What follows belongs to an exercise in optimizing a design on an open flow for small area; a production flow would make more cautious choices.
In this exercise RTL edits were held to simulation tests only and were not proved equivalent to the original.
Power figures rest on the tool's default switching activity, not on a simulated workload.

==> design.v <==
package gp_regs_pkg;
  localparam int DEF_DATA_W = 32;
  localparam int DEF_IDX_W  = 4;
  localparam int DEF_LANE_W = 16;
endpackage
import gp_regs_pkg::*;
module gp_regs_wmerge
#(
  parameter int DATA_W = DEF_DATA_W,
  parameter int LANE_W = DEF_LANE_W,
  localparam int NL    = DATA_W / LANE_W
) (
  input  logic [NL-1:0]     sel0,
  input  logic [NL-1:0]     sel1,
  input  logic [NL-1:0]     keep,
  input  logic [DATA_W-1:0] old_val,
  input  logic [DATA_W-1:0] wdat0,
  input  logic [DATA_W-1:0] wdat1,
  output logic [DATA_W-1:0] new_val
);
  for (genvar i = 0; i < DATA_W; i++) begin : g_bit
    assign new_val[i] = (sel1[i/LANE_W] & wdat1[i])
                      | (sel0[i/LANE_W] & wdat0[i])
                      | (keep[i/LANE_W] & old_val[i]);
  end
endmodule
module gp_regs_rdbit
#(
  parameter int NUM_IN = 17,
  localparam int NG3   = NUM_IN / 3,
  localparam int REM   = NUM_IN - 3 * NG3,
  localparam int NG    = NG3
) (
  input  logic [NUM_IN-1:0] sel,
  input  logic [NUM_IN-1:0] din,
  output logic              dout
);
  logic [NG-1:0] grp_n;
  for (genvar g = 0; g < NG3; g++) begin : g_grp
    gp_regs_aoi3 u_aoi (
      .sel  (sel[3*g +: 3]),
      .din  (din[3*g +: 3]),
      .out_n(grp_n[g])
    );
  end
  always_comb begin
    dout = ~&grp_n;
    for (int k = 3 * NG3; k < NUM_IN; k++) dout = dout | (sel[k] & din[k]);
  end
endmodule
module gp_regs_aoi3 (
  input  logic [2:0] sel,
  input  logic [2:0] din,
  output logic       out_n
);
  assign out_n = ~|(sel & din);
endmodule
module gp_regs_aoi2 (
  input  logic [1:0] sel,
  input  logic [1:0] din,
  output logic       out_n
);
  assign out_n = ~|(sel & din);
endmodule
import gp_regs_pkg::*;
module gp_regs_mp
#(
  parameter int DATA_W  = DEF_DATA_W,
  parameter int REG_NUM = 16,
  parameter int IDX_W   = DEF_IDX_W,
  parameter int NUM_RD  = 2,
  parameter int NUM_WR  = 2,
  parameter int LANE_W  = DEF_LANE_W,
  parameter int ZERO_R0 = 0,
  localparam int NL     = DATA_W / LANE_W
) (
  input  logic                     clk,
  input  logic                     rst_n,
  input  logic [NUM_WR-1:0]        wr_en_i,
  input  logic [NUM_WR*IDX_W-1:0]  wr_idx_i,
  input  logic [NUM_WR*DATA_W-1:0] wr_data_i,
  input  logic [NUM_WR*NL-1:0]     wr_lane_i,
  input  logic [NUM_WR-1:0]        wr_rel_i,
  input  logic [NUM_RD-1:0]        rd_en_i,
  input  logic [NUM_RD*IDX_W-1:0]  rd_idx_i,
  output logic [NUM_RD*DATA_W-1:0] rd_data_o,
  output logic [NUM_RD-1:0]        rd_busy_o,
  input  logic                     rsv_en_i,
  input  logic [IDX_W-1:0]         rsv_idx_i,
  output logic [REG_NUM-1:0]       busy_o
);
  logic [DATA_W-1:0]  regs   [REG_NUM];
  logic [DATA_W-1:0]  nxt    [REG_NUM];
  logic               live;
  logic [REG_NUM-1:0] busy_nxt;
  always_ff @(posedge clk or negedge rst_n) begin
    if (!rst_n) live <= 1'b0;
    else        live <= 1'b1;
  end
  for (genvar r = 0; r < REG_NUM; r++) begin : g_reg
    logic              hit0, hit1, rel, rsv;
    logic [NL-1:0]     sel0, sel1, keep;
    logic [DATA_W-1:0] merged;
    assign hit0 = wr_en_i[0] && (wr_idx_i[0 +: IDX_W] == IDX_W'(r));
    assign hit1 = wr_en_i[1] && (wr_idx_i[IDX_W +: IDX_W] == IDX_W'(r));
    for (genvar l = 0; l < NL; l++) begin : g_lane
      assign sel1[l] = hit1 & wr_lane_i[NL + l];
      assign sel0[l] = hit0 & wr_lane_i[l] & ~sel1[l];
      assign keep[l] = live & ~(hit0 & wr_lane_i[l]) & ~sel1[l];
    end
    gp_regs_wmerge #(
      .DATA_W(DATA_W), .LANE_W(LANE_W)
    ) u_merge (
      .sel0   (sel0),
      .sel1   (sel1),
      .keep   (keep),
      .old_val(regs[r]),
      .wdat0  (wr_data_i[0 +: DATA_W]),
      .wdat1  (wr_data_i[DATA_W +: DATA_W]),
      .new_val(merged)
    );
    assign nxt[r] = (ZERO_R0 != 0 && r == 0) ? '0 : merged;
    always_ff @(posedge clk) regs[r] <= nxt[r];
    assign rel = (hit0 && wr_rel_i[0]) || (hit1 && wr_rel_i[1]);
    assign rsv = rsv_en_i && (rsv_idx_i == IDX_W'(r));
    assign busy_nxt[r] = (ZERO_R0 != 0 && r == 0) ? 1'b0 : (rsv || (busy_o[r] && !rel));
  end
  logic [NUM_RD*DATA_W-1:0] rd_data_nxt;
  logic [NUM_RD-1:0]        rd_busy_nxt;
  for (genvar q = 0; q < NUM_RD; q++) begin : g_rd
    logic [REG_NUM:0] rsel;
    for (genvar r = 0; r < REG_NUM; r++) begin : g_sel
      assign rsel[r] = rd_en_i[q] && (rd_idx_i[q*IDX_W +: IDX_W] == IDX_W'(r));
    end
    assign rsel[REG_NUM] = ~rd_en_i[q];
    for (genvar i = 0; i < DATA_W; i++) begin : g_bit
      logic [REG_NUM:0] cand;
      for (genvar r = 0; r < REG_NUM; r++) begin : g_cand
        assign cand[r] = nxt[r][i];
      end
      assign cand[REG_NUM] = rd_data_o[q*DATA_W + i];
      gp_regs_rdbit #(
        .NUM_IN(REG_NUM + 1)
      ) u_rdbit (
        .sel (rsel),
        .din (cand),
        .dout(rd_data_nxt[q*DATA_W + i])
      );
    end
    gp_regs_rdbit #(
      .NUM_IN(REG_NUM + 1)
    ) u_rdbusy (
      .sel (rsel),
      .din ({rd_busy_o[q], busy_nxt}),
      .dout(rd_busy_nxt[q])
    );
  end
  always_ff @(posedge clk or negedge rst_n) begin
    if (!rst_n) begin
      busy_o    <= '0;
      rd_data_o <= '0;
      rd_busy_o <= '0;
    end else begin
      busy_o    <= busy_nxt;
      rd_data_o <= rd_data_nxt;
      rd_busy_o <= rd_busy_nxt;
    end
  end
endmodule
==> run.sh <==
#!/bin/bash
# synth_recipe.tcl (not shown) runs the flow's synth.tcl, then flattens the netlist and writes it again
# the make line also repeats each setting of config.mk as NAME=value (left out here)
make -C /OpenROAD-flow-scripts/flow DESIGN_CONFIG=/design/flow/config.mk WORK_HOME=/design/flow/orfs CLKGATE_MAP_FILE= SYNTH_SCRIPT=/design/flow/synth_recipe.tcl finish
==> config.mk <==
export PLATFORM = sky130hd
export DESIGN_NAME = gp_regs_mp
export DESIGN_NICKNAME = gp_regs_mp
export VERILOG_FILES = /design/flow/design.v
export SDC_FILE = /design/flow/constraint.sdc
export NUM_CORES = 4
export LEC_CHECK = 0
export CAP_MARGIN = 20
export CORE_MARGIN = 2
export CORE_UTILIZATION = 60
export CTS_BUF_LIST = sky130_fd_sc_hd__clkbuf_16
export CTS_CLUSTER_DIAMETER = 60
export CTS_CLUSTER_SIZE = 40
export SLEW_MARGIN = 20
export SYNTH_HIERARCHICAL = 1
==> constraint.sdc <==
create_clock -name core_clock -period 5.0 [get_ports {clk}]
set_input_delay 1.0000 -clock core_clock [delete_from_list [all_inputs] [get_ports {clk}]]
set_output_delay 1.0000 -clock core_clock [all_outputs]
set_load 0.01 [all_outputs]
==> results of run 1 <==
[modules after synthesis (local to each module, per instance), excerpt]
module / cells inside / copies in the design
gp_regs_aoi3: 1 / 330
gp_regs_mp: 893 / 1
[power groups by stage]
stage / clock network [W] / registers, W / logic, W
final: 0.00369 / 0.00498 / 0.00105
after global routing: 0.00386 / 0.00499 / 0.00108
after CTS: 0.00368 / 0.00497 / 0.000994
after detailed placement: 0 / 0.00508 / 0.000991
after global placement: 0 / 0.00508 / 0.000966
after floorplan: 0 / 0.00509 / 0.000403
[per-layer routing]
layer / share of wire / routed length [um]
met5: 0.000070 / 8
met4: 0.079 / 8990
met1: 0.33 / 37500
met3: 0.16 / 18000
met2: 0.43 / 49600
[flip-flops by register name, indices dropped and copies added, names as in the netlist]
register and flops:
regs 512, rd_data_o 64, busy_o 16, rd_busy_o 2, live 1
[synthesized netlist by cell type]
cell type | n | area share
a222oi_1 | 842 | 0.31
a22o_1 | 66 | 0.022
a31o_1 | 3 | 0.00098
a32o_1 | 3 | 0.0011
and2_1 | 1 | 0.00023
and3_1 | 12 | 0.0028
and3b_1 | 36 | 0.012
buf_2 | 34 | 0.0064
buf_6 | 66 | 0.028
clkbuf_1 | 22 | 0.0031
conb_1 | 1 | 0.00014
dfrtp_1 | 83 | 0.078
dfxtp_1 | 512 | 0.38
inv_1 | 516 | 0.072
nand2_1 | 70 | 0.0098
nand2b_1 | 8 | 0.0019
nand3_1 | 111 | 0.021
nand3b_1 | 10 | 0.0028
nand4_1 | 3 | 0.00070
nand4b_1 | 4 | 0.0013
nand4bb_1 | 2 | 0.00084
nor2_1 | 91 | 0.013
nor2b_1 | 3 | 0.00070
nor3_1 | 11 | 0.0021
nor3b_1 | 3 | 0.00084
nor3b_2 | 1 | 0.00047
o21ai_0 | 10 | 0.0019
o22ai_1 | 9 | 0.0021
o31ai_1 | 1 | 0.00028
or2_4 | 1 | 0.00033
or3_1 | 70 | 0.016
or3b_1 | 2 | 0.00065
[logic make-up (layout without fill, tap and decap cells)]
kind of cell	count (synthesis)	in the layout	synth area share
AOI/OAI and AO/OA	934	934	0.343
buffers and inverters	638	878	0.110
DFF	595	595	0.460
and+or+nand+nor	439	439	0.0871
other	1	2	0.000140
[cell type report]
| class | instances | area (um2) | area share |
|---|---|---|---|
| Antenna cell | 1 | 2.50 | 0.0000812 |
| Clock buffer | 40 | 1000 | 0.0325 |
| Clock inverter | 33 | 427 | 0.0138 |
| Inverter | 516 | 1940 | 0.0628 |
| Multi-Input combinational cell | 1374 | 11700 | 0.381 |
| Sequential cell | 595 | 12300 | 0.400 |
| Tap cell | 592 | 741 | 0.0240 |
| Timing Repair Buffer | 289 | 2650 | 0.0860 |
[final timing paths]
kind	startpoint	to
setup / recovery	wr_idx_i[4]	rd_data_o[6]$_DFF_PN0_
hold / removal	rst_n	busy_o[7]$_DFF_PN0_
setup reg to reg	live$_DFF_PN0_	rd_data_o[38]$_DFF_PN0_
hold reg to reg	regs[0][6]$_DFF_P_	regs[0][6]$_DFF_P_
max in group asynchronous	rst_n	rd_data_o[20]$_DFF_PN0_
min in group core_clock	regs[0][6]$_DFF_P_	regs[0][6]$_DFF_P_
[worst max-delay path: cells and delay by family]
kind | cells | cell delay [ns]
AO/OA/AOI/OAI | 2 | 0.73
buffers and inverters | 3 | 0.91
AND/OR/NAND/NOR | 5 | 1.83
[per-stage QoR]
step                      setup WS (ns)  total power [W]
after global placement            0.664          0.00604
final                             0.997          0.00972
after detailed placement          0.555          0.00607
after floorplan                    1.01          0.00549
after global routing              0.893          0.00993
after CTS                          1.17          0.00964
==> impl_metrics.env, run 1 <==
export IMPL_outcome="no timing/DRC/antenna violations"
export IMPL_pwr_density_cell_nw_per_um2=315
export IMPL_post_route_util=0.698
export IMPL_p_int_w=0.00694
export IMPL_grtUsageMet2=0.723
export IMPL_hold_slack_ns=0.384
export IMPL_syn_nets=2704
export IMPL_clkLatencyLatePin_ns=0.63
export IMPL_r2r_slack_ns=1.84
export IMPL_cts_tree="done"
export IMPL_cpMostUsedCell="a222oi_1"
export IMPL_switching_share=0.286
export IMPL_dp_cells=3365
export IMPL_slew_violations=0
export IMPL_num_nets_final=2913
export IMPL_ys_warn_count=12
export IMPL_antenna_found_initial=2
export IMPL_period_share=0.801
export IMPL_finalSetupViolations=0
export IMPL_grt_start_max_net_pins=44
export IMPL_hpwl_mm=71.6
export IMPL_fillCellCount=3526
export IMPL_root_buffer="clkbuf_16"
export IMPL_drt_iter0_drc=8988
export IMPL_rows=77
export IMPL_cts_setup_buffers=0
export IMPL_synth_seq_cells=595
export IMPL_seqPwrFrac=0.512
export IMPL_p_sw_w=0.00278
export IMPL_core_um2=44100
export IMPL_r2r_cells=6
export IMPL_cap_violations=0
export IMPL_antenna_left=0
export IMPL_numCtsBuffers=40
export IMPL_mostFrequentLayoutCell="a222oi_1"
export IMPL_die_area_um2=46300
export IMPL_dr_pass1_iters=17
export IMPL_p_clk_frac=0.380
export IMPL_syn_area_um2=26800
export IMPL_final_cells=3440
export IMPL_clock_path_buffers=3
export IMPL_vias_per_cell=8.31
export IMPL_cts_hold_buf=0
export IMPL_dieHeight_um=215
export IMPL_routed_wl_mm=114
export IMPL_startpoint_type="input pin"
export IMPL_cp_end_kind="flop"
export IMPL_grt_busiest_layer="met2"
export IMPL_place_area_um2=29400
export IMPL_combPwrFrac=0.108
export IMPL_cp_arrival_ns=4.49
export IMPL_fin_skew_ns=0.0345
export IMPL_grt_ovfl_total=0
export IMPL_leakagePower_nw=15.5
export IMPL_grt_pass1_vias=27800
export IMPL_cts_sinks=595
export IMPL_worstPathRequired_ns=5.49
export IMPL_crit_type="input pin to flop"
export IMPL_period_minus_slack_ns=4.00
export IMPL_start_util=0.607
export IMPL_critPathMaxFanout=16
export IMPL_irDropWorstVdd_uv=323
export IMPL_grt_pass1_wl_mm=168
export IMPL_met1_usage=0.566
export IMPL_relSlewSlack=0.187
export IMPL_wl_per_cell_um=33.2
export IMPL_vias=28600
export IMPL_slowest_delay_ns=0.58
export IMPL_gp_congestion=0.965
export IMPL_drc=0
export IMPL_cts_resized=0
export IMPL_finalHoldViolCount=0
export IMPL_holdCritPathClass="input pin to async pin"
export IMPL_syn2layout_area_growth_pct=15.1
export IMPL_die_w_um=215
export IMPL_clock_fmax_ghz=0.250
export IMPL_clk_pin_slew_ns=0.09
export IMPL_drive_gt1_frac=0.0759
export IMPL_fin_area_um2=30800
export IMPL_fin_setup_tns_ns=0
export IMPL_avgSynthCellArea_um2=10.3
export IMPL_grtUsageMet3=0.132
export IMPL_worst_pin_slew_ns=1.22
export IMPL_ys_seq_area_frac=0.460
export IMPL_rsz0062_at_grt="false"
export IMPL_io_pins=179
export IMPL_synth_cells=2607
export IMPL_h_tree_depth=2
export IMPL_path_cells="clkdlybuf4s50_1 -> nand4bb_1 -> nor2_1 -> buf_4 -> and3b_1 -> a222oi_1 -> inv_1 -> a222oi_1 -> nand2_1 -> or3_1"
export IMPL_port_buffers=178
export IMPL_grt_usage=0.471
export IMPL_crit_slowest_cell="clkdlybuf4s50_1"
export IMPL_final_cell_mix="a222oi_1 (842), inv_1 (517), dfxtp_1 (512)"
export IMPL_synth_cell_types=32
==> run 2, diff against run 1 <==
==> flow/run.sh (new file) <==
#!/bin/bash
# Layout flow: the standard flow (standard.sh, ORFS from synthesis to the
# final layout) with two changes:
#  - the port buffers are sky130_fd_sc_hd__buf_1 instead of the flow's pick;
#  - CTS uses clkbuf_16 with larger sink clusters and no dummy loads.
# Each tool's output stays in ORFS's own logs; standard.sh's output goes to
# standard.log in this folder.
cp standard.sh standard.sh.log 2>/dev/null
export BUFFER_PORTS_ARGS="-buffer_cell sky130_fd_sc_hd__buf_1"
export CTS_ARGS="-sink_clustering_enable -repair_clock_nets -dont_use_dummy_load -buf_list sky130_fd_sc_hd__clkbuf_16 -sink_clustering_size 40 -sink_clustering_max_diameter 60"
bash standard.sh > standard.log 2>&1
==> standard.sh (new file) <==
#!/bin/bash
# synth_recipe.tcl (not shown) runs the flow's synth.tcl, then flattens the netlist and writes it again
# the make line also repeats each setting of config.mk as NAME=value (left out here)
make -C /OpenROAD-flow-scripts/flow DESIGN_CONFIG=/design/flow/config.mk WORK_HOME=/design/flow/orfs CLKGATE_MAP_FILE= SYNTH_SCRIPT=/design/flow/synth_recipe.tcl "${@:-finish}"
--- a/config.mk
+++ b/config.mk
@@ -8,8 +8,5 @@
 export CAP_MARGIN = 20
 export CORE_MARGIN = 2
-export CORE_UTILIZATION = 60
-export CTS_BUF_LIST = sky130_fd_sc_hd__clkbuf_16
-export CTS_CLUSTER_DIAMETER = 60
-export CTS_CLUSTER_SIZE = 40
+export CORE_UTILIZATION = 45
 export SLEW_MARGIN = 20
 export SYNTH_HIERARCHICAL = 1
removed: run.sh
==> run 2 against run 1 <==
Compared with the run above: cell area down 3.2%; global-route usage down 10 points; routed wire length up 3.3%; non-clock buffer count down 5; via count down 3.1%; register-to-register slack worse by 0.13 ns; synthesized cell count unchanged; die area up 33%.
==> impl_metrics.env, run 2 <==
export IMPL_antenna_found_initial=1
export IMPL_clock_fmax_ghz=0.266
export IMPL_postLayoutSetupSlackWorst_ns=1.24
export IMPL_clk_pin_slew_ns=0.10
export IMPL_synth_ff_type="dfxtp_1"
export IMPL_synthTopCellsByArea="dfxtp_1 (38%), a222oi_1 (31%), dfrtp_1 (7.8%)"
export IMPL_critPathMaxFanout=17
export IMPL_clkLatencyLatePin_ns=0.63
export IMPL_synth_top_area_share=0.383
export IMPL_grt_busiest_layer="met2"
export IMPL_antenna_left=0
export IMPL_cts_hold_buf=0
export IMPL_biggestRegsByFlops="regs: 512 flops, rd_data_o: 64 flops, busy_o: 16 flops"
export IMPL_outcome="no timing/DRC/antenna violations"
export IMPL_syn_nets=2704
export IMPL_period_minus_slack_ns=3.76
export IMPL_avgSynthCellArea_um2=10.3
export IMPL_start_util=0.454
export IMPL_antennaDiodeCount=0
export IMPL_async_flop_share=0.139
export IMPL_port_buffers=178
export IMPL_regToRegEndpoint="rd_data_o[3]$_DFF_PN0_"
export IMPL_grt_pass1_wl_mm=171
export IMPL_rows=89
export IMPL_r2r_cells=6
export IMPL_dr_pass1_iters=15
export IMPL_num_nets_final=2910
export IMPL_drt_iter0_drc=7806
export IMPL_cap_violations=0
export IMPL_worstPathRequired_ns=5.48
export IMPL_dieHeight_um=248
export IMPL_ys_seq_area_frac=0.460
export IMPL_numCtsBuffers=42
export IMPL_fillCellCount=5357
export IMPL_syn_area_um2=26800
export IMPL_worst_pin_slew_ns=1.20
export IMPL_yosys_area_top_type="dfxtp_1"
export IMPL_synth_cell_types=32
export IMPL_r2r_slack_ns=1.71
export IMPL_place_ws_ns=0.802
export IMPL_syn2layout_area_growth_pct=11.4
export IMPL_grt_ovfl_total=0
export IMPL_register_area_um2=12300
export IMPL_fin_setup_tns_ns=0
export IMPL_die_area_um2=61500
export IMPL_finalSetupViolations=0
export IMPL_h_tree_depth=2
export IMPL_timing_rr_start="live$_DFF_PN0_"
export IMPL_gp_congestion=0.920
export IMPL_routed_wl_mm=118
export IMPL_io_pins=179
export IMPL_crit_type="input pin to flop"
export IMPL_grt_pass1_vias=26800
export IMPL_vias=27700
export IMPL_slew_violations=0
export IMPL_rsz0062_at_grt="false"
export IMPL_synth_edf_count=0
export IMPL_cts_setup_buffers=0
export IMPL_drc=0
export IMPL_met1_usage=0.454
export IMPL_finalHoldViolCount=0
export IMPL_cp_arrival_ns=4.24
export IMPL_core_um2=58900
export IMPL_final_cell_mix="a222oi_1 (842), inv_1 (516), dfxtp_1 (512)"
export IMPL_grtUsageMet2=0.594
export IMPL_synth_cells=2607
export IMPL_fin_skew_ns=0.0490
export IMPL_grtUsageMet3=0.0854
export IMPL_relSlewSlack=0.203
export IMPL_leakagePower_nw=14.9
export IMPL_grt_usage=0.368
export IMPL_vias_per_cell=7.74
export IMPL_cts_sinks=595
export IMPL_multi_input_comb_area_um2=11700
export IMPL_period_share=0.753
export IMPL_irDropWorstVdd_uv=230
export IMPL_die_w_um=248
export IMPL_cp_end_kind="flop"
export IMPL_root_buffer="clkbuf_16"
export IMPL_wl_per_cell_um=32.9
export IMPL_ys_warn_count=12
export IMPL_drive_gt1_frac=0.0651
export IMPL_grt_start_max_net_pins=47
export IMPL_synth_seq_cells=595
export IMPL_largest_register="regs"
export IMPL_largest_reg_flops=512
export IMPL_startpoint_type="input pin"
export IMPL_yosysMostFrequentCell="a222oi_1"
export IMPL_hpwl_mm=74.5
export IMPL_mostFrequentLayoutCell="a222oi_1"
export IMPL_clock_path_buffers=3
export IMPL_pwr_density_cell_nw_per_um2=304
export IMPL_holdCritPathClass="input pin to async pin"
export IMPL_cts_resized=0
export IMPL_yosys_top_cells_count="a222oi_1 (842), inv_1 (516), dfxtp_1 (512), nand3_1 (111), nor2_1 (91)"
export IMPL_cts_tree="done"
[run 2: cell counts after synthesis]
No cell type changed its count.
[run 2: worst max path at each step]
stage                startpoint                 endpoint  slack (ns)  cells after the start
floorplan            rd_en_i[0]   rd_busy_o[0]$_DFF_PN0_        1.01                      6
global placement    wr_idx_i[5]  rd_data_o[35]$_DFF_PN0_        0.88                     10
detailed placement  wr_idx_i[5]   rd_data_o[3]$_DFF_PN0_        0.80                     10
CTS                 wr_idx_i[5]   rd_data_o[3]$_DFF_PN0_        1.41                     10
global route        wr_idx_i[4]   rd_data_o[5]$_DFF_PN0_        1.10                      9
finish              wr_idx_i[5]   rd_data_o[3]$_DFF_PN0_        1.24                     10
[run 2: per-module statistics from Yosys, one instance, submodules excluded, excerpt]
module        flip-flops and latches  cell area (um2)  copies in the design
gp_regs_mp                       595            14000                     1
gp_regs_aoi3                       0             10.0                   330
[run 2: cell families after synthesis]
group,count (synthesis),synth area share
compound gates,934,0.343
buf+inv,638,0.110
flops,595,0.460
other cells,1,0.000140
simple gates,439,0.0871
[run 2: critical path, stage by stage]
cell and delay [ns]:
buf_1 0.35, nand4_1 0.28, nor2_1 0.42, buf_4 0.33, and3b_1 0.45, a222oi_1 0.35
inv_1 0.13, a222oi_1 0.37, nand3_1 0.18, or3_1 0.36
[run 2: per-layer routing]
metal	vias up	wire length (um)
met4	0	6350
met3	456	16200
met2	2474	53800
li1	11500	-
met1	13300	41600
met5	-	0
[run 2: cell type report]
| cell class | instances | share of cell area |
|---|---|---|
| clock buffers | 42 | 0.0352 |
| inverters | 516 | 0.0649 |
| multi-input cells | 1374 | 0.393 |
| flip-flops and latches | 595 | 0.413 |
| well taps | 773 | 0.0324 |
| repair buffers | 284 | 0.0606 |
[run 2: power by group]
group | switching [W] | internal (W)
Combinational | 0.000703 | 0.000216
Clock | 0.00168 | 0.00149
Sequential | 0.0000734 | 0.00491
[run 2: per-stage QoR]
step                instances  hold slack, ns   util  area, um2  total power [W]
floorplan                2607           0.442      -      26800          0.00549
global placement         3525           0.451  0.480      28300          0.00592
detailed placement       3536           0.460  0.486      28600          0.00596
CTS                      3578           0.456  0.503      29700          0.00904
global route             3584           0.486  0.506      29800          0.00932
finish                   3584           0.460  0.506      29800          0.00907
==> run 3, diff against run 2 <==
--- a/config.mk
+++ b/config.mk
@@ -6,7 +6,7 @@
 export NUM_CORES = 4
 export LEC_CHECK = 0
-export CAP_MARGIN = 20
+export CAP_MARGIN = 10
 export CORE_MARGIN = 2
 export CORE_UTILIZATION = 45
-export SLEW_MARGIN = 20
+export SLEW_MARGIN = 10
 export SYNTH_HIERARCHICAL = 1
==> run 3 against run 2 <==
Compared with the run above: clock power is 2% higher; via count fell by 0.49%; combinational power is 1% lower; die area unchanged; routed wire length decreased by 0.51%; sequential power is essentially flat.
==> impl_metrics.env, run 3 <==
export IMPL_outcome="no timing/DRC/antenna violations"
export IMPL_avgSynthCellArea_um2=10.3
export IMPL_cp_end_kind="flop"
export IMPL_core_um2=58900
export IMPL_clock_path_buffers=3
export IMPL_slowest_delay_ns=0.45
export IMPL_largest_register="regs"
export IMPL_clk_pin_slew_ns=0.09
export IMPL_largest_reg_flops=512
export IMPL_combPwrFrac=0.100
export IMPL_start_util=0.454
export IMPL_gp_congestion=0.920
export IMPL_numCtsBuffers=44
export IMPL_drt_iter0_drc=7951
export IMPL_path_cells="buf_1 -> nand4_1 -> nor2_1 -> buf_4 -> and3b_1 -> a222oi_1 -> inv_1 -> a222oi_1 -> nand3_1 -> or3_1"
export IMPL_async_flop_share=0.139
export IMPL_routed_wl_mm=117
export IMPL_dieHeight_um=248
export IMPL_crit_slowest_cell="and3b_1"
export IMPL_grt_pass1_wl_mm=170
export IMPL_period_minus_slack_ns=3.81
export IMPL_io_pins=179
export IMPL_grtUsageMet3=0.0745
export IMPL_cap_violations=0
export IMPL_synth_cell_types=32
export IMPL_die_w_um=248
export IMPL_hpwl_mm=73.2
export IMPL_port_buffers=178
export IMPL_fin_area_um2=29600
export IMPL_grtUsageMet2=0.589
export IMPL_cts_hold_buf=0
export IMPL_synth_top_area_share=0.383
export IMPL_cts_resized=0
export IMPL_grt_usage=0.365
export IMPL_syn_nets=2704
export IMPL_ys_warn_count=12
export IMPL_root_buffer="clkbuf_16"
export IMPL_multi_input_comb_area_um2=11700
export IMPL_antenna_left=0
export IMPL_holdCritPathClass="input pin to async pin"
export IMPL_leakagePower_nw=14.8
export IMPL_seqPwrFrac=0.546
export IMPL_fin_setup_tns_ns=0
export IMPL_clock_fmax_ghz=0.262
export IMPL_fillCellCount=5383
export IMPL_drive_gt1_frac=0.0621
export IMPL_rows=89
export IMPL_grt_ovfl_total=0
export IMPL_yosysMostFrequentCell="a222oi_1"
export IMPL_grt_busiest_layer="met2"
export IMPL_fin_skew_ns=0.0479
export IMPL_antenna_found_initial=1
export IMPL_cpMostUsedCell="a222oi_1"
export IMPL_final_cells=3575
export IMPL_ys_seq_area_frac=0.460
export IMPL_vias_per_cell=7.72
export IMPL_finalHoldViolCount=0
export IMPL_clkLatencyLatePin_ns=0.61
export IMPL_synth_ff_type="dfxtp_1"
export IMPL_mostFrequentLayoutCell="a222oi_1"
export IMPL_syn_area_um2=26800
export IMPL_irDropWorstVdd_uv=255
export IMPL_critPathMaxFanout=17
export IMPL_dp_cells=3530
export IMPL_cts_sinks=595
export IMPL_grt_pass1_vias=26400
export IMPL_die_area_um2=61500
export IMPL_relSlewSlack=0.0814
export IMPL_slew_violations=0
export IMPL_num_nets_final=2901
export IMPL_cts_tree="done"
export IMPL_p_sw_w=0.00246
export IMPL_worstPathRequired_ns=5.45
export IMPL_vias=27600
export IMPL_drc=0
export IMPL_p_int_w=0.00667
export IMPL_rsz0062_at_grt="false"
export IMPL_biggestRegsByFlops="regs: 512 flops, rd_data_o: 64 flops, busy_o: 16 flops"
export IMPL_switching_share=0.269
export IMPL_startpoint_type="input pin"
export IMPL_p_total_w=0.00913
export IMPL_grt_start_max_net_pins=47
export IMPL_h_tree_depth=2
export IMPL_yosys_top_cells_count="a222oi_1 (842), inv_1 (516), dfxtp_1 (512), nand3_1 (111), nor2_1 (91)"
export IMPL_p_clk_frac=0.355
export IMPL_synth_edf_count=0
export IMPL_yosys_area_top_type="dfxtp_1"
export IMPL_worst_pin_slew_ns=1.37
export IMPL_cts_setup_buffers=0
export IMPL_met1_usage=0.460
export IMPL_hold_slack_ns=0.478
export IMPL_wl_per_cell_um=32.8
export IMPL_place_area_um2=28400
export IMPL_crit_type="input pin to flop"
export IMPL_synth_cells=2607
export IMPL_synthTopCellsByArea="dfxtp_1 (38%), a222oi_1 (31%), dfrtp_1 (7.8%)"
export IMPL_dr_pass1_iters=14
export IMPL_antennaDiodeCount=0
export IMPL_pwr_density_cell_nw_per_um2=309
export IMPL_synth_seq_cells=595
export IMPL_cp_arrival_ns=4.26
export IMPL_final_cell_mix="a222oi_1 (842), inv_1 (516), dfxtp_1 (512)"
export IMPL_finalSetupViolations=0
export IMPL_syn2layout_area_growth_pct=10.5
export IMPL_period_share=0.762
export IMPL_register_area_um2=12300
[run 3: through the flow]
stage,utilization,setup WS [ns]
2_1_floorplan,-,1.01
3_5_place_dp,0.483,0.777
6_report,0.502,1.19
3_3_place_gp,0.480,0.879
5_1_grt,0.502,1.09
4_1_cts,0.501,1.38
[run 3: logic make-up (layout without fill, tap and decap cells)]
kind of cell	after synthesis	in the layout	share of synthesized area
flip-flops	595	595	0.460
AND/OR/NAND/NOR	439	439	0.0871
other	1	1	0.000140
AO/OA/AOI/OAI	934	934	0.343
buffers and inverters	638	833	0.110
[run 3: final cells by class]
| type | count | area share |
|---|---|---|
| clock buffer | 44 | 0.0372 |
| inverter | 516 | 0.0655 |
| multi-input combinational | 1374 | 0.397 |
| sequential | 595 | 0.417 |
| tap | 773 | 0.0327 |
| timing repair buffer | 273 | 0.0509 |
[run 3: power by group through the flow]
stage | Combinational [W] | Sequential [W] | Clock [W]
finish | 0.000908 | 0.00498 | 0.00324
global route | 0.000948 | 0.00499 | 0.00342
CTS | 0.000871 | 0.00498 | 0.00326
detailed placement | 0.000869 | 0.00508 | 0
global placement | 0.000845 | 0.00508 | 0
floorplan | 0.000403 | 0.00509 | 0
[run 3: Yosys stat by module, one instance, submodules excluded, excerpt]
module	copies in the design	flops+latches	area [um2]	cells inside
gp_regs_aoi3	330	0	10.0	1
gp_regs_mp	1	595	14000	893
[run 3: final timing paths]
check	cells past startpoint	start	end	slack, ns
worst max-delay path	10	wr_idx_i[5]	rd_data_o[35]$_DFF_PN0_	1.19
worst min-delay path	1	rst_n	rd_data_o[45]$_DFF_PN0_	0.48
worst max register to register	6	live$_DFF_PN0_	rd_data_o[35]$_DFF_PN0_	1.70
worst min register to register	2	regs[0][3]$_DFF_P_	regs[0][3]$_DFF_P_	0.48
max in group asynchronous	2	rst_n	rd_data_o[57]$_DFF_PN0_	3.40
min in group core_clock	2	regs[0][3]$_DFF_P_	regs[0][3]$_DFF_P_	0.48
[run 3: routing by layer]
layer,up-vias,wire [um]
met1,13300,41700
met3,436,16200
met5,-,0
met2,2446,53600
li1,11400,-
met4,0,5850
[run 3: critical path, delay by kind of cell]
| family | cells | cell delay [ns] |
|---|---|---|
| AND/OR/NAND/NOR | 5 | 1.74 |
| AO/OA/AOI/OAI | 2 | 0.70 |
| buffers and inverters | 3 | 0.81 |
==> run 4, diff against run 3 <==
==> flow/run.sh (replaced) <==
#!/bin/bash
# Layout flow: the standard flow (standard.sh, ORFS from synthesis to the
# final layout) with two changes:
#  - the port buffers are sky130_fd_sc_hd__buf_1 instead of the flow's pick;
#  - CTS uses clkbuf_8 at the leaves and clkbuf_16 above, larger sink
#    clusters and no dummy loads.
# Each tool's output stays in ORFS's own logs; standard.sh's output goes to
# standard.log in this folder.
cp standard.sh standard.sh.log 2>/dev/null
export BUFFER_PORTS_ARGS="-buffer_cell sky130_fd_sc_hd__buf_1"
export CTS_ARGS="-sink_clustering_enable -repair_clock_nets -dont_use_dummy_load -root_buf sky130_fd_sc_hd__clkbuf_16 -tree_buf sky130_fd_sc_hd__clkbuf_16 -buf_list sky130_fd_sc_hd__clkbuf_8 -sink_clustering_size 20 -sink_clustering_max_diameter 50"
bash standard.sh > standard.log 2>&1
--- a/config.mk
+++ b/config.mk
@@ -6,7 +6,7 @@
 export NUM_CORES = 4
 export LEC_CHECK = 0
-export CAP_MARGIN = 10
+export CAP_MARGIN = 20
 export CORE_MARGIN = 2
 export CORE_UTILIZATION = 45
-export SLEW_MARGIN = 10
+export SLEW_MARGIN = 20
 export SYNTH_HIERARCHICAL = 1
==> run 4 against run 3 <==
Compared with the run above: count of clock-buffer cells in the layout rose by 15; sequential cell count did not move; power fell by 4.6%; first-iteration DRC count rose by 3.5%; sequential power barely moved; area after synthesis did not move; fmax rose by 1.7%; non-clock buffer count rose by 11; utilization rose by 0.12 points; sequential share of layout area fell by 0.10 points; cell area rose by 0.25%; synthesized cell count did not move; largest cell class unchanged.
==> impl_metrics.env, run 4 <==
export IMPL_outcome="no timing/DRC/antenna violations"
export IMPL_cp_arrival_ns=4.18
export IMPL_register_area_um2=12300
export IMPL_yosys_top_cells_count="a222oi_1 (842), inv_1 (516), dfxtp_1 (512), nand3_1 (111), nor2_1 (91)"
export IMPL_biggestRegsByFlops="regs: 512 flops, rd_data_o: 64 flops, busy_o: 16 flops"
export IMPL_syn2layout_area_growth_pct=10.7
export IMPL_irDropWorstVdd_uv=207
export IMPL_grt_usage=0.369
export IMPL_slew_violations=0
export IMPL_syn_nets=2704
export IMPL_leakagePower_nw=14.8
export IMPL_synth_seq_cells=595
export IMPL_clk_pin_slew_ns=0.11
export IMPL_dr_pass1_iters=17
export IMPL_die_w_um=248
export IMPL_finalHoldViolCount=0
export IMPL_rsz0062_at_grt="false"
export IMPL_start_util=0.454
export IMPL_ys_seq_area_frac=0.460
export IMPL_grt_start_max_net_pins=47
export IMPL_cap_violations=0
export IMPL_synth_edf_count=0
export IMPL_die_area_um2=61500
export IMPL_root_buffer="clkbuf_16"
export IMPL_synth_ff_type="dfxtp_1"
export IMPL_grt_pass1_wl_mm=171
export IMPL_switching_share=0.280
export IMPL_num_nets_final=2927
export IMPL_core_um2=58900
export IMPL_async_flop_share=0.139
export IMPL_seqPwrFrac=0.572
export IMPL_period_minus_slack_ns=3.75
export IMPL_cts_resized=0
export IMPL_crit_type="input pin to flop"
export IMPL_cts_tree="done"
export IMPL_fin_skew_ns=0.0541
export IMPL_yosysMostFrequentCell="a222oi_1"
export IMPL_mostFrequentLayoutCell="a222oi_1"
export IMPL_routed_wl_mm=118
export IMPL_vias_per_cell=7.72
export IMPL_fillCellCount=5392
export IMPL_numCtsBuffers=59
export IMPL_h_tree_depth=2
export IMPL_synth_cell_types=32
export IMPL_multi_input_comb_area_um2=11700
export IMPL_largest_register="regs"
export IMPL_ys_warn_count=12
export IMPL_antenna_found_initial=0
export IMPL_worstPathRequired_ns=5.43
export IMPL_pwr_density_cell_nw_per_um2=294
export IMPL_final_cells=3602
export IMPL_r2r_cells=6
export IMPL_postLayoutSetupSlackWorst_ns=1.25
export IMPL_io_pins=179
export IMPL_syn_area_um2=26800
export IMPL_critPathMaxFanout=18
export IMPL_relSlewSlack=0.194
export IMPL_rows=89
export IMPL_clkLatencyLatePin_ns=0.62
export IMPL_drt_iter0_drc=8233
export IMPL_vias=27800
export IMPL_grt_pass1_vias=26800
export IMPL_finalSetupViolations=0
export IMPL_hpwl_mm=74.5
export IMPL_largest_reg_flops=512
export IMPL_period_share=0.750
export IMPL_cts_sinks=595
export IMPL_dieHeight_um=248
export IMPL_clock_path_buffers=3
export IMPL_avgSynthCellArea_um2=10.3
export IMPL_wl_per_cell_um=32.9
export IMPL_fin_setup_tns_ns=0
export IMPL_synthTopCellsByArea="dfxtp_1 (38%), a222oi_1 (31%), dfrtp_1 (7.8%)"
export IMPL_p_int_w=0.00627
export IMPL_combPwrFrac=0.106
export IMPL_drive_gt1_frac=0.0707
export IMPL_yosys_area_top_type="dfxtp_1"
export IMPL_final_cell_mix="a222oi_1 (842), inv_1 (516), dfxtp_1 (512)"
export IMPL_startpoint_type="input pin"
export IMPL_clock_fmax_ghz=0.267
export IMPL_worst_pin_slew_ns=1.21
export IMPL_p_clk_frac=0.322
export IMPL_synth_top_area_share=0.383
export IMPL_p_sw_w=0.00244
export IMPL_synth_cells=2607
export IMPL_cts_setup_buffers=0
export IMPL_place_ws_ns=0.802
export IMPL_cts_hold_buf=0
export IMPL_port_buffers=178
export IMPL_antenna_left=0
export IMPL_cp_end_kind="flop"
export IMPL_holdCritPathClass="input pin to async pin"
export IMPL_place_area_um2=28600
export IMPL_drc=0
export IMPL_grt_ovfl_total=0
export IMPL_fin_area_um2=29600
export IMPL_dp_cells=3536
export IMPL_gp_congestion=0.920
-- run 4: cell counts after synthesis --
Identical to the previous run, type by type.
-- run 4: final cells by class --
class,instances,share of cell area
repair buffers,284,0.0610
diodes,1,0.0000844
multi-input cells,1374,0.396
well taps,773,0.0326
flip-flops and latches,595,0.416
inverters,516,0.0653
clock buffers,59,0.0293
-- run 4: worst max-delay path, cell delays in order --
cell	delay, ns
buf_1	0.36
nand4b_1	0.30
nor2_1	0.19
buf_4	0.28
and3b_1	0.50
a222oi_1	0.42
inv_1	0.13
a222oi_1	0.48
nand3_1	0.16
or3_1	0.34
-- run 4: through the flow --
| stage | total power [W] | hold slack (ns) | util |
|---|---|---|---|
| global route | 0.00895 | 0.490 | 0.503 |
| CTS | 0.00868 | 0.456 | 0.500 |
| detailed placement | 0.00596 | 0.460 | 0.486 |
| floorplan | 0.00549 | 0.442 | - |
| global placement | 0.00592 | 0.451 | 0.480 |
| finish | 0.00870 | 0.464 | 0.503 |
-- run 4: cell families after synthesis --
group | synth area share
AOI/OAI and AO/OA | 0.343
other | 0.000140
DFF | 0.460
buffers and inverters | 0.110
and+or+nand+nor | 0.0871
-- run 4: path summary, 6_finish.rpt --
| kind | to | startpoint | slack, ns |
|---|---|---|---|
| min in group core_clock | regs[8][10]$_DFF_P_ | regs[8][10]$_DFF_P_ | 0.48 |
| min reg2reg | regs[8][10]$_DFF_P_ | regs[8][10]$_DFF_P_ | 0.48 |
| max | rd_data_o[24]$_DFF_PN0_ | wr_en_i[1] | 1.25 |
| max in group asynchronous | rd_data_o[24]$_DFF_PN0_ | rst_n | 3.37 |
| min | rd_data_o[45]$_DFF_PN0_ | rst_n | 0.46 |
| max reg2reg | rd_data_o[35]$_DFF_PN0_ | live$_DFF_PN0_ | 1.73 |
-- run 4: routing by layer --
layer,wire (um),GRT usage
met5,0,0
met4,6100,0.206
met3,16600,0.0826
met2,54100,0.595
met1,41600,0.456
-- run 4: Yosys stat by module, one instance, submodules excluded, excerpt --
module	cells	area (um2)	flops+latches
gp_regs_mp	893	14000	595
gp_regs_aoi3	1	10.0	0
-- run 4: power groups by stage --
| stage | logic (W) | registers [W] | clock network, W |
|---|---|---|---|
| 6_report | 0.000919 | 0.00498 | 0.00281 |
| 5_1_grt | 0.000962 | 0.00499 | 0.00300 |
| 4_1_cts | 0.000876 | 0.00498 | 0.00283 |
| 3_5_place_dp | 0.000874 | 0.00508 | 0 |
| 3_3_place_gp | 0.000845 | 0.00508 | 0 |
| 2_1_floorplan | 0.000403 | 0.00509 | 0 |
==> run 5, diff against run 4 <==
--- a/config.mk
+++ b/config.mk
@@ -6,7 +6,7 @@
 export NUM_CORES = 4
 export LEC_CHECK = 0
-export CAP_MARGIN = 20
+export CAP_MARGIN = 10
 export CORE_MARGIN = 2
 export CORE_UTILIZATION = 45
-export SLEW_MARGIN = 20
+export SLEW_MARGIN = 10
 export SYNTH_HIERARCHICAL = 1
==> run 5 against run 4 <==
Compared with the run above: first-iteration DRC count barely moved; via count rose by 0.13%; sequential power barely moved; critical path depth did not move; register-to-register slack got worse by 0.03 ns; critical endpoint is now rd_data_o[35]$_DFF_PN0_; area after synthesis did not move; largest cell class unchanged; count of clock-buffer cells in the layout rose by 1; non-clock buffer count fell by 11.
==> impl_metrics.env, run 5 <==
export IMPL_outcome="no timing/DRC/antenna violations"
export IMPL_grt_start_max_net_pins=47
export IMPL_drt_iter0_drc=8231
export IMPL_slew_violations=0
export IMPL_ys_warn_count=12
export IMPL_post_route_util=0.498
export IMPL_yosys_area_top_type="dfxtp_1"
export IMPL_vias=27800
export IMPL_cts_resized=0
export IMPL_die_area_um2=61500
export IMPL_die_w_um=248
export IMPL_root_buffer="clkbuf_16"
export IMPL_biggestRegsByFlops="regs: 512 flops, rd_data_o: 64 flops, busy_o: 16 flops"
export IMPL_hpwl_mm=73.2
export IMPL_finalHoldViolCount=0
export IMPL_start_util=0.454
export IMPL_drc=0
export IMPL_cts_sinks=595
export IMPL_antenna_left=0
export IMPL_holdCritPathClass="input pin to async pin"
export IMPL_clock_path_buffers=3
export IMPL_vias_per_cell=7.75
export IMPL_numCtsBuffers=60
export IMPL_largest_reg_flops=512
export IMPL_worst_pin_slew_ns=1.38
export IMPL_startpoint_type="input pin"
export IMPL_synth_top_area_share=0.383
export IMPL_cp_end_kind="flop"
export IMPL_yosys_top_cells_count="a222oi_1 (842), inv_1 (516), dfxtp_1 (512), nand3_1 (111), nor2_1 (91)"
export IMPL_yosysMostFrequentCell="a222oi_1"
export IMPL_synthTopCellsByArea="dfxtp_1 (38%), a222oi_1 (31%), dfrtp_1 (7.8%)"
export IMPL_synth_edf_count=0
export IMPL_synth_ff_type="dfxtp_1"
export IMPL_io_pins=179
export IMPL_largest_register="regs"
export IMPL_mostFrequentLayoutCell="a222oi_1"
export IMPL_core_um2=58900
export IMPL_gp_congestion=0.920
export IMPL_avgSynthCellArea_um2=10.3
export IMPL_grt_ovfl_total=0
export IMPL_dieHeight_um=248
export IMPL_relSlewSlack=0.0782
export IMPL_grt_pass1_vias=26500
export IMPL_fillCellCount=5426
export IMPL_syn2layout_area_growth_pct=9.63
export IMPL_clock_fmax_ghz=0.260
export IMPL_rows=89
export IMPL_port_buffers=178
export IMPL_grt_pass1_wl_mm=171
export IMPL_fin_area_um2=29300
export IMPL_clkLatencyLatePin_ns=0.61
export IMPL_routed_wl_mm=118
export IMPL_synth_cells=2607
export IMPL_syn_area_um2=26800
export IMPL_dr_pass1_iters=17
export IMPL_final_cells=3591
export IMPL_rsz0062_at_grt="false"
export IMPL_num_nets_final=2917
export IMPL_antennaDiodeCount=0
export IMPL_async_flop_share=0.139
export IMPL_cts_setup_buffers=0
export IMPL_cts_hold_buf=0
export IMPL_crit_type="input pin to flop"
export IMPL_wl_per_cell_um=32.9
export IMPL_grt_usage=0.367
export IMPL_worstPathRequired_ns=5.47
export IMPL_critPathMaxFanout=17
export IMPL_place_area_um2=28400
export IMPL_ys_seq_area_frac=0.460
export IMPL_period_share=0.769
export IMPL_synth_seq_cells=595
export IMPL_cts_tree="done"
export IMPL_syn_nets=2704
export IMPL_antenna_found_initial=0
export IMPL_irDropWorstVdd_uv=224
export IMPL_leakagePower_nw=14.7
export IMPL_drive_gt1_frac=0.0674
export IMPL_pwr_density_cell_nw_per_um2=297
export IMPL_synth_cell_types=32
export IMPL_period_minus_slack_ns=3.84
export IMPL_cp_arrival_ns=4.32
export IMPL_final_cell_mix="a222oi_1 (842), inv_1 (516), dfxtp_1 (512)"
export IMPL_fin_skew_ns=0.0480
export IMPL_fin_setup_tns_ns=0
export IMPL_dp_cells=3530
export IMPL_clk_pin_slew_ns=0.11
export IMPL_cap_violations=0
export IMPL_finalSetupViolations=0
export IMPL_h_tree_depth=2
==> run 5: per-layer routing <==
metal,global-route usage,share of wire
met1,0.459,0.36
met2,0.592,0.46
met3,0.0740,0.14
met4,0.203,0.052
met5,0,0
==> run 5: area by class of cell <==
type | instances | area, um2 | share of cell area
clock buffer | 60 | 882 | 0.0301
inverter | 516 | 1940 | 0.0660
multi-input combinational | 1374 | 11700 | 0.400
sequential | 595 | 12300 | 0.420
tap | 773 | 967 | 0.0330
timing repair buffer | 273 | 1510 | 0.0513
==> run 5: report_power, final <==
group          leakage (nW)  total [W]  switching, W  internal [W]
Combinational          9.00   0.000909      0.000701      0.000208
Clock                 0.457    0.00282       0.00166       0.00116
Sequential             5.26    0.00498     0.0000724       0.00491
Total                  14.7    0.00871       0.00244       0.00628
==> run 5: metrics by stage <==
step,setup WS (ns),power [W],hold WS (ns)
3_3_place_gp,0.879,0.00592,0.451
6_report,1.16,0.00871,0.469
4_1_cts,1.39,0.00870,0.459
2_1_floorplan,1.01,0.00549,0.442
5_1_grt,1.09,0.00894,0.491
3_5_place_dp,0.777,0.00595,0.458
==> run 5: worst paths after layout <==
path	depth (start not counted)	end	from	slack, ns
worst max-delay path	10	rd_data_o[35]$_DFF_PN0_	wr_en_i[1]	1.16
worst min-delay path	1	rd_data_o[45]$_DFF_PN0_	rst_n	0.47
worst max register to register	6	rd_data_o[3]$_DFF_PN0_	live$_DFF_PN0_	1.70
worst min register to register	2	regs[0][15]$_DFF_P_	regs[0][15]$_DFF_P_	0.48
max in group asynchronous	2	rd_data_o[25]$_DFF_PN0_	rst_n	3.40
min in group core_clock	2	regs[0][15]$_DFF_P_	regs[0][15]$_DFF_P_	0.48
==> run 5: modules after synthesis (local to each module, per instance), a selection <==
| module | times used | cells | flip-flops and latches |
|---|---|---|---|
| gp_regs_aoi3 | 330 | 1 | 0 |
| gp_regs_mp | 1 | 893 | 595 |
==> run 5: cells by family after synthesis <==
family	after synthesis	share of synthesized area
AOI/OAI and AO/OA	934	0.343
buffers and inverters	638	0.110
DFF	595	0.460
and+or+nand+nor	439	0.0871
other	1	0.000140
==> run 5: critical path: stages <==
cell and delay, ns:
buf_1 0.38, nand4bb_1 0.28, nor2_1 0.41, buf_4 0.32, and3b_1 0.45, a222oi_1 0.34, inv_1 0.12, a222oi_1 0.43
nand3_1 0.21, or3_1 0.37

afterwards: timing with drivers on the ports:
Ports are ideal in the flow. The routed layouts listed here were re-timed in OpenROAD.
Step 1 sets driving cells, clkbuf_16 on the clock port and buf_2 on the other inputs (assumed; they add their load-dependent delay and slew).
Step 2, shift: input delay + t, output delay - t, t = (earliest + latest rising clock arrival at the registers) / 2. This alone moves slack from input paths to output paths.
a / b / c = no drivers / after step 1 / after step 2; a / b = the first two.
| run | shift t [ns] | slack for setup (ns) | slew at the worst register clock pin (ns) | worst slew at a driven data input, ns |
|---|---|---|---|---|
| run 1 | 0.669 | 0.997 / 1.029 / 0.359 | 0.10 / 0.10 | 0.05 |
| run 2 | 0.655 | 1.237 / 1.276 / 0.621 | 0.11 / 0.11 | 0.06 |
| run 3 | 0.649 | 1.188 / 1.226 / 0.577 | 0.11 / 0.11 | 0.06 |
| run 4 | 0.645 | 1.252 / 1.294 / 0.649 | 0.12 / 0.12 | 0.06 |
| run 5 | 0.653 | 1.156 / 1.196 / 0.543 | 0.11 / 0.11 | 0.06 |
After both steps every run listed still meets setup and hold. For run 1, which loses most, drivers alone change the setup slack by +0.032 ns; drivers and shift together by -0.638 ns.
